Background: an optimization exercise with open tools, aiming at small area and a short achievable clock period. Do not read the settings as production practice.
In this exercise RTL edits were held to simulation tests only and were not proved equivalent to the original.
No activity file was given, so power comes from the tool's default toggle rates.

## main
## conv_out_ctrl
module conv_out_ctrl (
  input  logic                clk,
  input  logic                rst,
  input  logic [conv_pkg::M_BITS-1:0] in_data,
  input  logic [2*conv_pkg::O_BITS-1:0] in_user,
  input  logic                in_last,
  input  logic                in_valid,
  output logic                in_ready,
  output logic [conv_pkg::M_BITS-1:0] out_data,
  output logic                out_last,
  output logic                out_valid,
  input  logic                out_ready,
  output logic                err_range,
  output logic                err_miss
);
==> module conv_out_ctrl, before the edit <==
module conv_out_ctrl (
  input  logic                clk,
  input  logic                rst,
  input  logic [conv_pkg::M_BITS-1:0] in_data,
  input  logic [2*conv_pkg::O_BITS-1:0] in_user,
  input  logic                in_last,
  input  logic                in_valid,
  output logic                in_ready,
  output logic [conv_pkg::M_BITS-1:0] out_data,
  output logic                out_last,
  output logic                out_valid,
  input  logic                out_ready,
  output logic                err_range,
  output logic                err_miss
);
  localparam int N = conv_pkg::O_DIM;
  logic            drain_q;       
  logic            fill_q;        
  logic [N-1:0]    rrow_q;        
  logic [N-1:0]    rcol_q;        
  logic [N/2-1:0][N-1:0] rcsel_q; 
  logic [N-1:0]    rrow_n, rcol_n;
  logic            last_q;        
  logic            shown_valid_q; 
  conv_pkg::word_t dout_q;        
  conv_pkg::word_t dout_h_q;      
  logic            last_h_q;      
  logic [N-1:0]    wrow_q, wcol_q;
  conv_pkg::word_t wdata_q;
  conv_pkg::coord_t row, col;
  logic [N-1:0]    wrow, wcol;
  logic            acc, in_range, in_hit0, pend_hit;
  conv_pkg::word_t rdata;
  logic            rvalid;
  logic            hs_out, done, advance;
  assign row = in_user[2*conv_pkg::O_BITS-1:conv_pkg::O_BITS];
  assign col = in_user[conv_pkg::O_BITS-1:0];
  assign acc = in_valid && !drain_q;
  always_comb begin
    for (int i = 0; i < N; i++) begin
      wrow[i] = acc && (row == conv_pkg::coord_t'(i));
      wcol[i] = (col == conv_pkg::coord_t'(i));
    end
  end
  assign in_range = (row < conv_pkg::coord_t'(N)) && (col < conv_pkg::coord_t'(N));
  assign in_hit0  = wrow[0] && wcol[0];
  assign pend_hit = wrow_q[0] && (drain_q ? wcol_q[1] : wcol_q[0]);
  assign hs_out  = drain_q && out_ready;
  assign done    = hs_out && last_q;
  assign advance = (acc && in_last) || hs_out;
  always_ff @(posedge clk) begin
    if (rst) begin
      wrow_q <= '0;
    end else begin
      wrow_q <= wrow;
    end
    wcol_q  <= wcol;
    wdata_q <= in_data;
  end
  out_frame_buf u_buf (
    .clk    (clk),
    .clr    (rst || done),
    .wrow   (wrow_q),
    .wcol   (wcol_q),
    .wdata  (wdata_q),
    .rrow   (rrow_q),
    .rcsel  (rcsel_q),
    .rdata  (rdata),
    .rvalid (rvalid)
  );
  always_comb begin
    rrow_n = rrow_q;
    rcol_n = rcol_q;
    if (rst || done) begin
      rrow_n = {{(N-1){1'b0}}, 1'b1};
      rcol_n = {{(N-1){1'b0}}, 1'b1};
    end else if (advance) begin
      rcol_n = {rcol_q[N-2:0], rcol_q[N-1]};
      if (rcol_q[N-1]) rrow_n = {rrow_q[N-2:0], rrow_q[N-1]};
    end
  end
  always_ff @(posedge clk) begin
    rrow_q <= rrow_n;
    rcol_q <= rcol_n;
    for (int g = 0; g < N/2; g++)
      rcsel_q[g] <= rcol_n & {N{rrow_n[2*g] || rrow_n[2*g+1]}};
    if (rst || done) begin
      drain_q <= 1'b0;
      fill_q  <= 1'b1;
    end else if (acc && in_last) begin
      drain_q <= 1'b1;
      fill_q  <= 1'b0;
    end
  end
  logic            load;
  conv_pkg::word_t dout_n;
  logic            last_n;
  assign load   = !drain_q || out_ready;
  assign dout_n = in_hit0 ? in_data : pend_hit ? wdata_q : (rvalid ? rdata : '0);
  assign last_n = drain_q && rrow_q[N-1] && rcol_q[N-1];
  always_ff @(posedge clk) begin
    if (load) begin
      dout_h_q      <= dout_n;
      last_h_q      <= last_n;
      shown_valid_q <= in_hit0 || pend_hit || rvalid;
    end
    dout_q <= load ? dout_n : dout_h_q;
    last_q <= load ? last_n : last_h_q;
  end
  assign in_ready  = fill_q;
  assign out_valid = drain_q;
  assign out_data  = dout_q;
  assign out_last  = last_q;
  always_ff @(posedge clk) begin
    if (rst) begin
      err_range <= 1'b0;
      err_miss  <= 1'b0;
    end else begin
      if (acc && !in_range)
        err_range <= 1'b1;
      if (hs_out && !shown_valid_q)
        err_miss <= 1'b1;
    end
  end
endmodule
clock: 5.5 ns
lec_check: 0
cap_margin: 20
core_margin: 2
core_utilization: 60
setup_slack_margin: 3.0
slew_margin: 60
standard.sh (not shown) runs the stock make flow with config.mk's settings and CLKGATE_MAP_FILE= SYNTH_SCRIPT=/design/flow/synth_recipe.tcl, a recipe that flattens the netlist after the stock synthesis.
==> flow/flow/run.sh <==
#!/bin/bash
# Standard ORFS layout, except that the port buffers start as buf_4
# (resizable within the buf footprint) instead of the default pick.
set -euo pipefail
bash standard.sh BUFFER_PORTS_ARGS="-buffer_cell sky130_fd_sc_hd__buf_4" finish > orfs_make.log 2>&1
Modified inputs, the feature branch compared to main
--- a/flow/design.v
+++ b/flow/design.v
@@ -171,6 +171,11 @@
       shown_valid_q <= in_hit0 || pend_hit || rvalid;
     end
-    dout_q <= load ? dout_n : dout_h_q;
-    last_q <= load ? last_n : last_h_q;
+    if (rst) begin
+      dout_q <= '0;
+      last_q <= 1'b0;
+    end else begin
+      dout_q <= load ? dout_n : dout_h_q;
+      last_q <= load ? last_n : last_h_q;
+    end
   end
   assign in_ready  = fill_q;
==> summary.txt <==
Re combined flip-flop and latch cell area: the feature branch is about 0.36% up on main. Comparing average instance area after synthesis for the feature branch and main, the bigger number came from main. Comparing the feature branch and main, power of the combinational group is lower on main. In the feature branch the count of vias placed by the detailed router turned out 1663 higher than in main. Worst setup path endpoint = out_data[15]: main; worst setup path endpoint = dout_q[9]$_SDFF_PP0_: the feature branch. Worst path setup slack after routing (higher): main. In the reports for the feature branch and main, the smaller share of total power in the clock network belongs to main. main vs the feature branch, launching element of the worst setup path: dout_h_q[15]$_DFFE_PP_ vs rcsel_q[11]$_DFF_P_. Diff the feature branch and main: switching power higher in the feature branch. Sort the feature branch and main by synthesized netlist net count, descending, and the feature branch comes first. The utilization of the feature branch and that of main are within noise of each other. The register-to-register setup slack in the feature branch was lower than what main gave. Final number of setup-violating endpoints: main vs the feature branch, no meaningful difference. The feature branch has first-pass GRT wire length above what main had.

---

Another version of the RTL of conv_out_ctrl (not shown whole).
For scale: about 1,700 flip-flops.
==> module out_frame_buf, before the edit <==
module out_frame_buf (
  input  logic  clk,
  input  logic  clr,
  input  logic [conv_pkg::O_SIZE-1:0] we,
  input  conv_pkg::word_t wdata,
  input  logic [conv_pkg::O_DIM-1:0]  rrow,
  input  logic [conv_pkg::O_DIM-1:0]  rcol,
  output conv_pkg::word_t rdata,
  output logic  rvalid
);
  localparam int N = conv_pkg::O_DIM;
  conv_pkg::word_t             mem [0:conv_pkg::O_SIZE-1];
  logic [conv_pkg::O_SIZE-1:0] written;
  always_ff @(posedge clk) begin
    for (int s = 0; s < conv_pkg::O_SIZE; s++)
      if (we[s]) mem[s] <= wdata;
  end
  always_ff @(posedge clk) begin
    if (clr) written <= '0;
    else     written <= written | we;
  end
  conv_pkg::word_t row_data [0:N-1];
  logic [N-1:0]    row_valid;
  always_comb begin
    for (int r = 0; r < N; r++) begin
      row_data[r]  = '0;
      row_valid[r] = 1'b0;
      for (int c = 0; c < N; c++) begin
        row_data[r]  = row_data[r]  | (mem[r*N+c] & {conv_pkg::M_BITS{rcol[c]}});
        row_valid[r] = row_valid[r] | (written[r*N+c] & rcol[c]);
      end
    end
    rdata  = '0;
    rvalid = 1'b0;
    for (int r = 0; r < N; r++) begin
      rdata  = rdata  | (row_data[r] & {conv_pkg::M_BITS{rrow[r]}});
      rvalid = rvalid | (row_valid[r] & rrow[r]);
    end
  end
endmodule
==> module conv_out_ctrl, before the edit <==
module conv_out_ctrl (
  input  logic                clk,
  input  logic                rst,
  input  logic [conv_pkg::M_BITS-1:0] in_data,
  input  logic [2*conv_pkg::O_BITS-1:0] in_user,
  input  logic                in_last,
  input  logic                in_valid,
  output logic                in_ready,
  output logic [conv_pkg::M_BITS-1:0] out_data,
  output logic                out_last,
  output logic                out_valid,
  input  logic                out_ready,
  output logic                err_range,
  output logic                err_miss
);
  localparam int N = conv_pkg::O_DIM;
  logic            drain_q;       
  logic            fill_q;        
  logic [N-1:0]    rrow_q;        
  logic [N-1:0]    rcol_q;        
  logic            last_q;        
  logic            shown_valid_q; 
  conv_pkg::word_t dout_q;        
  conv_pkg::coord_t row, col;
  logic [N-1:0]    wrow, wcol;
  logic            acc, in_range;
  logic [conv_pkg::O_SIZE-1:0] we;
  conv_pkg::word_t rdata;
  logic            rvalid;
  logic            hs_out, done, advance;
  assign row = in_user[2*conv_pkg::O_BITS-1:conv_pkg::O_BITS];
  assign col = in_user[conv_pkg::O_BITS-1:0];
  assign acc = in_valid && !drain_q;
  always_comb begin
    for (int i = 0; i < N; i++) begin
      wrow[i] = acc && (row == conv_pkg::coord_t'(i));
      wcol[i] = (col == conv_pkg::coord_t'(i));
    end
    for (int r = 0; r < N; r++)
      for (int c = 0; c < N; c++)
        we[r*N+c] = wrow[r] && wcol[c];
  end
  assign in_range = (row < conv_pkg::coord_t'(N)) && (col < conv_pkg::coord_t'(N));
  assign hs_out  = drain_q && out_ready;
  assign done    = hs_out && last_q;
  assign advance = (acc && in_last) || hs_out;
  out_frame_buf u_buf (
    .clk    (clk),
    .clr    (rst || done),
    .we     (we),
    .wdata  (in_data),
    .rrow   (rrow_q),
    .rcol   (rcol_q),
    .rdata  (rdata),
    .rvalid (rvalid)
  );
  always_ff @(posedge clk) begin
    if (rst || done) begin
      drain_q <= 1'b0;
      fill_q  <= 1'b1;
      rrow_q  <= {{(N-1){1'b0}}, 1'b1};
      rcol_q  <= {{(N-1){1'b0}}, 1'b1};
    end else begin
      if (acc && in_last) begin
        drain_q <= 1'b1;
        fill_q  <= 1'b0;
      end
      if (advance) begin
        rcol_q <= {rcol_q[N-2:0], rcol_q[N-1]};
        if (rcol_q[N-1]) rrow_q <= {rrow_q[N-2:0], rrow_q[N-1]};
      end
    end
  end
  always_ff @(posedge clk) begin
    if (!drain_q || out_ready) begin
      dout_q        <= we[0] ? in_data : (rvalid ? rdata : '0);
      shown_valid_q <= we[0] || rvalid;
      last_q        <= drain_q && rrow_q[N-1] && rcol_q[N-1];
    end
  end
  assign in_ready  = fill_q;
  assign out_valid = drain_q;
  assign out_data  = dout_q;
  assign out_last  = last_q;
  always_ff @(posedge clk) begin
    if (rst) begin
      err_range <= 1'b0;
      err_miss  <= 1'b0;
    end else begin
      if (acc && !in_range)
        err_range <= 1'b1;
      if (hs_out && !shown_valid_q)
        err_miss <= 1'b1;
    end
  end
endmodule
export LEC_CHECK = 0
export ABC_CLOCK_PERIOD_IN_PS = 2500
export CAP_MARGIN = 20
export CORE_MARGIN = 2
export CORE_UTILIZATION = 60
export SETUP_SLACK_MARGIN = 2.5
export SLEW_MARGIN = 60
create_clock -name core_clock -period 5.5 [get_ports {clk}]
Scripts as last shown in full above: flow/flow/run.sh
Change:
--- a/flow/design.v
+++ b/flow/design.v
@@ -18,20 +18,27 @@
   typedef logic [O_BITS-1:0] coord_t;
 endpackage
 module out_frame_buf (
   input  logic  clk,
   input  logic  clr,
-  input  logic [conv_pkg::O_SIZE-1:0] we,
+  input  logic [conv_pkg::O_DIM-1:0]  wrow,
+  input  logic [conv_pkg::O_DIM-1:0]  wcol,
   input  conv_pkg::word_t wdata,
   input  logic [conv_pkg::O_DIM-1:0]  rrow,
   input  logic [conv_pkg::O_DIM-1:0]  rcol,
   output conv_pkg::word_t rdata,
   output logic  rvalid
 );
   localparam int N = conv_pkg::O_DIM;
   conv_pkg::word_t             mem [0:conv_pkg::O_SIZE-1];
   logic [conv_pkg::O_SIZE-1:0] written;
+  logic [conv_pkg::O_SIZE-1:0] we;
+  always_comb begin
+    for (int r = 0; r < N; r++)
+      for (int c = 0; c < N; c++)
+        we[r*N+c] = wrow[r] && wcol[c];
+  end
   always_ff @(posedge clk) begin
     for (int s = 0; s < conv_pkg::O_SIZE; s++)
       if (we[s]) mem[s] <= wdata;
   end
   always_ff @(posedge clk) begin
@@ -78,14 +85,15 @@
   logic [N-1:0]    rrow_q;        
   logic [N-1:0]    rcol_q;        
   logic            last_q;        
   logic            shown_valid_q; 
   conv_pkg::word_t dout_q;        
+  logic [N-1:0]    wrow_q, wcol_q;
+  conv_pkg::word_t wdata_q;
   conv_pkg::coord_t row, col;
   logic [N-1:0]    wrow, wcol;
-  logic            acc, in_range;
-  logic [conv_pkg::O_SIZE-1:0] we;
+  logic            acc, in_range, in_hit0, pend_hit;
   conv_pkg::word_t rdata;
   logic            rvalid;
   logic            hs_out, done, advance;
   assign row = in_user[2*conv_pkg::O_BITS-1:conv_pkg::O_BITS];
   assign col = in_user[conv_pkg::O_BITS-1:0];
@@ -93,23 +101,32 @@
   always_comb begin
     for (int i = 0; i < N; i++) begin
       wrow[i] = acc && (row == conv_pkg::coord_t'(i));
       wcol[i] = (col == conv_pkg::coord_t'(i));
     end
-    for (int r = 0; r < N; r++)
-      for (int c = 0; c < N; c++)
-        we[r*N+c] = wrow[r] && wcol[c];
   end
   assign in_range = (row < conv_pkg::coord_t'(N)) && (col < conv_pkg::coord_t'(N));
+  assign in_hit0  = wrow[0] && wcol[0];
+  assign pend_hit = wrow_q[0] && (drain_q ? wcol_q[1] : wcol_q[0]);
   assign hs_out  = drain_q && out_ready;
   assign done    = hs_out && last_q;
   assign advance = (acc && in_last) || hs_out;
+  always_ff @(posedge clk) begin
+    if (rst) begin
+      wrow_q <= '0;
+    end else begin
+      wrow_q <= wrow;
+    end
+    wcol_q  <= wcol;
+    wdata_q <= in_data;
+  end
   out_frame_buf u_buf (
     .clk    (clk),
     .clr    (rst || done),
-    .we     (we),
-    .wdata  (in_data),
+    .wrow   (wrow_q),
+    .wcol   (wcol_q),
+    .wdata  (wdata_q),
     .rrow   (rrow_q),
     .rcol   (rcol_q),
     .rdata  (rdata),
     .rvalid (rvalid)
   );
@@ -130,12 +147,12 @@
       end
     end
   end
   always_ff @(posedge clk) begin
     if (!drain_q || out_ready) begin
-      dout_q        <= we[0] ? in_data : (rvalid ? rdata : '0);
-      shown_valid_q <= we[0] || rvalid;
+      dout_q        <= in_hit0 ? in_data : pend_hit ? wdata_q : (rvalid ? rdata : '0);
+      shown_valid_q <= in_hit0 || pend_hit || rvalid;
       last_q        <= drain_q && rrow_q[N-1] && rcol_q[N-1];
     end
   end
   assign in_ready  = fill_q;
   assign out_valid = drain_q;
The changed run completed with no timing, DRC or antenna violations.
Worst setup slack loses 0.063 ns.
Global-route usage rose by 0.59 points.
Cell area barely changes.
Wire length is higher by 2.6%.
Final cell count stays flat.
Register-to-register slack loses 0.06 ns.
Flip-flop and latch count rises by 36.
Via count rose by 1.4%.

-- re-timing with driven ports --
No port has a modelled driver above. Below, the same layouts with a new extraction and two added sets of constraints.
Step 1, drivers: a clkbuf_16 drives clk and a buf_2 each remaining input, both assumed.
Step 2 also shifts input and output timing later by t, the mid clock arrival at the registers, as if the neighbouring blocks saw the same clock.
Slacks: ideal / step 1 / step 2; pairs: ideal / step 1.
run	t (ns)	setup slack, ns	pins driven straight from the clock port
main	0.855	2.925 / 2.846 / 2.275	1
the feature branch	0.855	2.842 / 2.842 / 2.327	1
the first run of note 2	0.842	2.505 / 2.505 / 1.887	1
the second run of note 2	0.847	2.442 / 2.442 / 2.372	1
After both steps every run listed still meets setup and hold. The setup slack of main, which loses most, moves by -0.079 ns with the drivers and by -0.650 ns with both steps.
